What follows belongs to an exercise in optimizing a design on an open flow for small area, a short achievable clock period and few clock cycles; a production flow would make more cautious choices. Only the layout flow was run in this run; the RTL was not checked for function there. Power figures rest on the tool's default switching activity, not on a simulated workload.

==> design/flow/design.v <==
package row_accum_pkg;
    localparam int VAL_W      = 32;
    localparam int ROW_W      = 16;
    localparam int COL_W      = 5;
    localparam int NBANK      = 4;
    localparam int BANK_DEPTH = 8;
    localparam int BANK_W     = 2;
    localparam int SLOT_W     = 3;
    localparam int NCOL       = NBANK * BANK_DEPTH;
    typedef logic [VAL_W-1:0]  val_t;
    typedef logic [ROW_W-1:0]  row_t;
    typedef logic [COL_W-1:0]  col_t;
    typedef logic [BANK_W-1:0] bank_t;
    typedef logic [SLOT_W-1:0] slot_t;
    typedef logic [BANK_DEPTH-1:0] bitmap_t;
    typedef enum logic [1:0] {
        FILL  = 2'd0,
        START = 2'd1,
        MERGE = 2'd2
    } fill_state_t;
endpackage
module row_accum_top (
    input  logic                 clk,
    input  logic                 rst_n,
    input  logic                 in_valid,
    output logic                 in_ready,
    input  row_accum_pkg::val_t  in_val,
    input  row_accum_pkg::row_t  in_row,
    input  row_accum_pkg::col_t  in_col,
    input  logic                 in_last,
    output logic                 out_valid,
    input  logic                 out_ready,
    output row_accum_pkg::val_t  out_val,
    output row_accum_pkg::col_t  out_col,
    output logic                 out_last,
    output logic                 row_done
);
    localparam int NCOL = row_accum_pkg::NCOL;
    localparam int NQ   = 3;    
    localparam int NSD  = 3;    
    typedef logic [NCOL-1:0] bmap_t;
    row_accum_pkg::val_t mem [NCOL];
    logic                first_q;
    row_accum_pkg::row_t cur_row_q;
    logic                rdy_q;
    logic                acc;
    logic                in_new;    
    logic                in_chg;    
    assign in_ready = rdy_q;
    assign acc      = in_valid && rdy_q;
    assign in_new   = first_q || (in_row != cur_row_q);
    assign in_chg   = !first_q && (in_row != cur_row_q);
    always_ff @(posedge clk or negedge rst_n) begin
        if (!rst_n) begin
            first_q   <= 1'b1;
            cur_row_q <= '0;
        end else if (acc) begin
            first_q   <= in_last;
            cur_row_q <= in_row;
        end
    end
    logic                a_v, a_last, a_new, a_chg;
    row_accum_pkg::col_t a_col;
    row_accum_pkg::val_t a_val;
    logic                s_v, s_last, s_new, s_chg;
    row_accum_pkg::col_t s_col;
    row_accum_pkg::val_t s_val;
    logic                b_v, b_last, b_fwd;
    row_accum_pkg::col_t b_col;
    row_accum_pkg::val_t b_val, b_op, last_sum, sum;
    bmap_t               bm_open;
    bmap_t               q [NQ];
    logic [2:0]          qcnt;
    logic                e0_v, e0_last;
    row_accum_pkg::col_t e0_col;
    bmap_t               ml;        
    logic [NSD-1:0]      sd_v;
    row_accum_pkg::col_t sd_col [NSD];
    row_accum_pkg::val_t sd_val [NSD];
    logic                sd_has_a, sd_any_free, move_a, lock_a;
    logic [NSD-1:0]      sd_alloc;
    bmap_t               b_bit;
    bmap_t               push_bits;
    logic                b_hit, closing_a, push_now, conflict, stall_a, adv_a, a_free;
    logic                q_space, q_space2;
    always_comb begin
        sd_has_a    = 1'b0;
        sd_any_free = 1'b0;
        sd_alloc    = '0;
        for (int k = 0; k < NSD; k++) begin
            if (sd_v[k] && (sd_col[k] == a_col)) sd_has_a = 1'b1;
            if (!sd_v[k] && !sd_any_free) sd_alloc[k] = 1'b1;
            if (!sd_v[k]) sd_any_free = 1'b1;
        end
    end
    assign move_a = adv_a && lock_a;
    always_comb begin
        b_bit = '0;
        if (b_v) b_bit[b_col] = 1'b1;
    end
    assign push_bits = bm_open | b_bit;
    assign b_hit     = b_v && (b_col == a_col);
    assign q_space   = (qcnt < 3'(NQ));
    assign q_space2  = (qcnt < 3'(NQ - 1));
    assign closing_a = a_v && a_chg && q_space;
    assign push_now  = closing_a || (b_v && b_last);
    assign lock_a    = ml[a_col] || (push_now && (bm_open[a_col] || b_hit));
    assign conflict  = lock_a && !(sd_any_free && !sd_has_a);
    assign stall_a   = conflict ||
                       (a_chg && !q_space) ||
                       (a_last && (push_now ? !q_space2 : !q_space));
    assign adv_a     = a_v && !stall_a;
    assign a_free    = !a_v || adv_a;
    always_ff @(posedge clk or negedge rst_n) begin
        if (!rst_n) begin
            a_v   <= 1'b0;
            s_v   <= 1'b0;
            rdy_q <= 1'b1;
        end else begin
            if (a_free) begin
                a_v <= s_v || acc;
                s_v <= s_v && acc;
                rdy_q <= !(s_v && acc);
            end else begin
                s_v <= s_v || acc;
                rdy_q <= !(s_v || acc);
            end
        end
    end
    always_ff @(posedge clk) begin
        if (a_free) begin
            if (s_v) begin
                a_col <= s_col; a_val <= s_val; a_last <= s_last;
                a_new <= s_new; a_chg <= s_chg;
            end else begin
                a_col <= in_col; a_val <= in_val; a_last <= in_last;
                a_new <= in_new; a_chg <= in_chg;
            end
        end else if (closing_a) begin
            a_chg <= 1'b0;
        end
        if ((a_free && s_v) || (!a_free && !s_v)) begin
            s_col <= in_col; s_val <= in_val; s_last <= in_last;
            s_new <= in_new; s_chg <= in_chg;
        end
    end
    always_ff @(posedge clk or negedge rst_n) begin
        if (!rst_n) begin
            b_v <= 1'b0;
        end else begin
            b_v <= adv_a;
        end
    end
    always_ff @(posedge clk) begin
        b_col  <= a_col;
        b_val  <= a_val;
        b_last <= a_last;
        b_fwd  <= !a_new && b_hit;
        b_op   <= (!a_new && bm_open[a_col]) ? mem[a_col] : '0;
    end
    assign sum = (b_fwd ? last_sum : b_op) + b_val;
    always_ff @(posedge clk) begin
        if (b_v) begin
            mem[b_col] <= sum;
        end
    end
    always_ff @(posedge clk) begin
        last_sum <= sum;
    end
    always_ff @(posedge clk or negedge rst_n) begin
        if (!rst_n) begin
            bm_open <= '0;
        end else if (push_now) begin
            bm_open <= '0;
        end else if (b_v) begin
            bm_open <= bm_open | b_bit;
        end
    end
    bmap_t               q0_low, q0_rest;
    logic                pick, pop, e0_adv, e1_load;
    row_accum_pkg::col_t q0_col;
    assign q0_low  = q[0] & (~q[0] + bmap_t'(1));
    assign q0_rest = q[0] & ~q0_low;
    always_comb begin
        q0_col = '0;
        for (int i = 0; i < NCOL; i++) begin
            if (q0_low[i]) q0_col = q0_col | row_accum_pkg::col_t'(i);
        end
    end
    assign e1_load = e0_v && (!out_valid || out_ready);
    assign e0_adv  = !e0_v || e1_load;
    assign pick    = (qcnt != 3'd0) && e0_adv;
    assign pop     = pick && (q0_rest == '0);
    always_ff @(posedge clk or negedge rst_n) begin
        if (!rst_n) begin
            for (int i = 0; i < NQ; i++) q[i] <= '0;
            qcnt <= '0;
        end else begin
            for (int i = 0; i < NQ; i++) begin
                if (pop) begin
                    if (push_now && (3'(i) == qcnt - 3'd1)) q[i] <= push_bits;
                    else if (i < NQ - 1) q[i] <= q[i+1];
                    else q[i] <= '0;
                end else begin
                    if (push_now && (3'(i) == qcnt)) q[i] <= push_bits;
                    else if (pick && i == 0) q[i] <= q0_rest;
                end
            end
            qcnt <= qcnt + 3'(push_now) - 3'(pop);
        end
    end
    always_ff @(posedge clk or negedge rst_n) begin
        if (!rst_n) begin
            e0_v <= 1'b0;
        end else if (e0_adv) begin
            e0_v <= pick;
        end
    end
    always_ff @(posedge clk) begin
        if (pick) begin
            e0_col  <= q0_col;
            e0_last <= pop;
        end
    end
    always_ff @(posedge clk or negedge rst_n) begin
        if (!rst_n) begin
            out_valid <= 1'b0;
            row_done  <= 1'b0;
        end else begin
            if (e1_load) out_valid <= 1'b1;
            else if (out_ready) out_valid <= 1'b0;
            row_done <= out_valid && out_ready && out_last;
        end
    end
    logic [NSD-1:0]      sd_hit_e;
    logic                sd_any_hit_e;
    row_accum_pkg::val_t sd_val_e;
    always_comb begin
        sd_hit_e     = '0;
        sd_any_hit_e = 1'b0;
        sd_val_e     = '0;
        for (int k = 0; k < NSD; k++) begin
            if (sd_v[k] && (sd_col[k] == e0_col)) begin
                sd_hit_e[k]  = 1'b1;
                sd_any_hit_e = 1'b1;
                sd_val_e     = sd_val_e | sd_val[k];
            end
        end
    end
    always_ff @(posedge clk) begin
        if (e1_load) begin
            out_col  <= e0_col;
            out_val  <= sd_any_hit_e ? sd_val_e : mem[e0_col];
            out_last <= e0_last;
        end
    end
    bmap_t ml_next;
    always_comb begin
        ml_next = ml;
        if (push_now) ml_next = ml_next | push_bits;
        if (e1_load && !sd_any_hit_e) ml_next[e0_col] = 1'b0;
        if (move_a) ml_next[a_col] = 1'b0;
    end
    always_ff @(posedge clk or negedge rst_n) begin
        if (!rst_n) begin
            sd_v <= '0;
            ml   <= '0;
        end else begin
            for (int k = 0; k < NSD; k++) begin
                if (e1_load && sd_hit_e[k]) sd_v[k] <= 1'b0;
                if (move_a && sd_alloc[k] && !(e1_load && (e0_col == a_col)))
                    sd_v[k] <= 1'b1;
            end
            ml <= ml_next;
        end
    end
    always_ff @(posedge clk) begin
        for (int k = 0; k < NSD; k++) begin
            if (move_a && sd_alloc[k]) begin
                sd_col[k] <= a_col;
                sd_val[k] <= b_hit ? sum : mem[a_col];
            end
        end
    end
endmodule
==> design/flow/run.sh <==
#!/bin/bash
# synth_recipe.tcl (not shown) runs the flow's synth.tcl, then flattens the netlist and writes it again
# the make line also repeats each setting of config.mk as NAME=value (left out here)
make -C /OpenROAD-flow-scripts/flow DESIGN_CONFIG=/design/flow/config.mk WORK_HOME=/design/flow/orfs CLKGATE_MAP_FILE= SYNTH_SCRIPT=/design/flow/synth_recipe.tcl finish
==> design/flow/config.mk <==
export PLATFORM = sky130hd
export DESIGN_NAME = row_accum_top
export DESIGN_NICKNAME = row_accum_top
export VERILOG_FILES = /design/flow/design.v
export SDC_FILE = /design/flow/constraint.sdc
export NUM_CORES = 4
export LEC_CHECK = 0
export CAP_MARGIN = 20
export CELL_PAD_IN_SITES_DETAIL_PLACEMENT = 1
export CELL_PAD_IN_SITES_GLOBAL_PLACEMENT = 2
export CORE_MARGIN = 2
export CORE_UTILIZATION = 30
export PLACE_DENSITY = 0.4
export SLEW_MARGIN = 20
==> design/flow/constraint.sdc <==
create_clock -name core_clock -period 10.0 [get_ports {clk}]
set_input_delay 2.0000 -clock core_clock [delete_from_list [all_inputs] [get_ports {clk}]]
set_output_delay 2.0000 -clock core_clock [all_outputs]
set_load 0.01 [all_outputs]
==> results.txt <==
[stage by stage]
step / setup slack [ns] / std cells / instance area (um2) / hold slack (ns)
final: 5.03 / 7991 / 83000 / 0.339
after global routing: 4.70 / 7990 / 83000 / 0.345
after CTS: 4.98 / 7989 / 83000 / 0.342
after detailed placement: 4.26 / 7650 / 77100 / 0.329
after global placement: 4.27 / 7649 / 77100 / 0.328
after floorplan: 4.63 / 4563 / 71500 / 0.323
[synth_stat cells (9+ instances only)]
library cell  number  area, um2
a211oi_1          39        293
a21o_1            44        330
a21oi_1          321       1610
a222oi_1          34        340
a31oi_1           10       62.6
and2_1            14       87.6
and3_1            11       68.8
buf_1             80        300
buf_2             10       50.1
clkbuf_1         244        916
dfrtp_1          188       4700
dfxtp_1          108       2160
edfxtp_1        1259      37800
ha_1              45        563
inv_1             37        139
mux2_2           155       1750
mux2i_1          251       2510
mux4_2           467      10500
nand2_1          143        537
nand2b_1          11       68.8
nand3_1           59        295
nand4_1           11       68.8
nor2_1           307       1150
nor2b_1           18        113
nor3_1            64        320
nor4_1            19        119
o211ai_1          31        233
o21a_1            17        128
o21ai_0          125        626
o221ai_1          82        718
o22ai_1          103        644
o311ai_0          26        228
or3_1              9       56.3
xnor2_1           52        455
xor2_1            48        420
[kinds of logic after synthesis]
logic type	Yosys count	share of synthesized area [%]
compound gates	901	8.14
xor+xnor	100	1.22
fa+ha+maj	48	0.857
buf+inv	373	1.98
flops	1557	62.5
mux	873	20.7
simple gates	711	4.59
[power by group through the flow]
stage	registers [uW]	clock network, uW	logic, uW
2_1_floorplan	9680	0	7300
4_1_cts	10000	6890	12200
3_3_place_gp	10100	0	12100
6_report	10000	6680	11900
3_5_place_dp	10200	0	12200
5_1_grt	10100	7100	12800
[worst max-delay path, stage by stage]
cell and delay [ns]:
clkdlybuf4s50_1 0.51, nand3b_1 0.19, o31ai_2 0.09, buf_4 0.25, clkinv_1 0.29, nand3_1 0.12
a21oi_1 0.23, nand4b_4 0.65, buf_12 0.49, or4b_1 0.58, nand3_1 0.10
[state kept, by name, summed over array words and instances (netlist names), 15 cells and up, named ones only]
name / flops
last_sum: 32
mem: 1024
sd_val: 96
sd_col: 15
bm_open: 32
s_val: 32
b_val: 32
out_val: 32
a_val: 32
cur_row_q: 16
b_op: 32
ml: 32
q: 96
[layout make-up]
cell class                      count  area share [%]
Clock buffer                      267            6.42
Antenna cell                        2         0.00603
Timing Repair Buffer              254            2.77
Inverter                           39           0.179
Sequential cell                  1557            53.9
Tap cell                         3167            4.78
Clock inverter                     72           0.675
Multi-Input combinational cell   2633            31.3
[per-layer routing]
metal  vias up  global-route usage [%]
li1      18700                       -
met1     24000                    31.1
met2       907                    39.2
met3       367                    2.94
met4         0                    7.24
met5         -                       0
[worst max path at each step]
| stage | slack [ns] | cells after the start | endpoint | startpoint |
|---|---|---|---|---|
| 6_report | 5.03 | 11 | q[2][19] | out_ready |
| 5_1_grt | 4.70 | 11 | sd_val[2][25] | qcnt[0] |
| 4_1_cts | 4.98 | 11 | sd_val[2][21] | qcnt[0] |
| 3_5_place_dp | 4.26 | 11 | q[2][25] | out_ready |
| 3_3_place_gp | 4.27 | 11 | q[2][25] | out_ready |
| 2_1_floorplan | 4.63 | 10 | s_chg | a_col[0] |
==> out/results.tsv <==
metric	value	unit
irDropWorstVdd	0.208	mV
skew	0.0300	ns
reg2reg_to	sd_val[2][27]	
cts_hold_buf	0	
worstSetupStartpointType	input pin	
cts.clk_slew.worst_paths	0.06	ns
max-slew-margin-rel	23.4	%
r2r_slack	5.06	ns
power	28600	uW
grt_pass1_wl	392000	um
setup-tns-final	0	ns
synth-edff-count	1259	
gp_congestion	0.758	
ctsResizeCount	0	
dr.pass1.iters	6	
met2WireLength	139000	um
intPower	17300	uW
synth.distinct_cells	83	
hold_depth	0	
die_w	492	um
gr-total-overflow	0	
period_needed	4.97	ns
wire_per_inst	35.4	um
cap_violations	0	
place.port_buffers	98	
async_flop_share	12.2	%
multiInputGateArea	25900	um2
syn_area	71500	um2
pwr-share-seq	35.0	%
root_buffer	clkbuf_16	
top_layer	met4	
io_pins	99	
core_area	237000	um2
switching_share	39.4	%
rr_worst_depth	11	
slew_viol_final	0	
wl_met3	9770	um
status	finished clean	
final_cell_mix	1,259 x edfxtp_1, 467 x mux4_2, 320 x a21oi_1, 271 x nor2_1, 251 x mux2i_1	
htree_levels	4	
die-area	242000	um2
worstMarginPinSlew	1.15	ns
wl_met1	125000	um
cp_max_fo	125	
hold_violations	0	
drive_gt1_share	23.9	%
min_path_type	register to register	
worstPathArrival	5.72	ns
wl	283000	um
rr_startpoint	qcnt[0]	
regArea	44700	um2
synth_flop_cell	edfxtp_1	
drc	0	
cts_tree	built	
antenna_left	0	
syn_nets	4668	
floorplan.die.height	492	um
ys_seq_area_share	62.5	%
power_frac_clock	23.4	%
final_util	35.0	%
avgSynthCellArea	15.7	um2
setup_viol	0	
antenna_found_initial	7	
criticalPathCategory	input pin to register	
via_per_inst	5.50	
cts.sinks	1557	
vias	44000	
grt_pass1_vias	47300	
grt_start_max_net_pins	126	
first_iter_violations	3385	
cts_setup_buffers	0	
p_comb_share	41.6	%
min_to	b_val[22]	
p_sw	11300	uW
cts_made_buffers	187	
final_nets	4777	
grtUsageTotal	23.2	%
fmax	0.201	GHz
fillers	24000	
rsz0062_at_grt	false	
area_growth	16.0	%
p_per_area	344	nW/um2
synth_seq_cells	1557	
end_kind	register	
final_common_cell	edfxtp_1	
synthCells	4563	
yosys_warnings	4	
final.period_utilization	49.7	%
required	10.74	ns
start_util	30.1	%
hp-start	a_val[22]	
hpwl	164000	um
clock_latency	0.83	ns
p_leak	0.0282	uW
rows	179	
cts_max_path_buffers	3	

port drivers added, routing unchanged:
The flow's constraints put no driver on any port. The routed layout listed below was extracted and timed again, unchanged, in two steps. Step 1: set_driving_cell puts a clkbuf_16 on clk and a buf_2 on each other input, an assumption about the parent block. Step 2 times the ports against the registers' clock, not the clock port: input delays grow and output delays shrink by t, the midpoint of the rising clock arrivals with the driver on. a / b / c = no drivers / after step 1 / after step 2; a / b = the first two.
t, ns: 0.901
setup WS [ns]: 5.027 / 5.059 / 4.192
worst setup path at the end: input to register
worst data-port slew with drivers (ns): 0.05
pins driven straight from the clock port: 1
After both steps setup and hold are still met in this run. For this run, drivers alone change the setup slack by +0.032 ns; drivers and shift together by -0.835 ns.
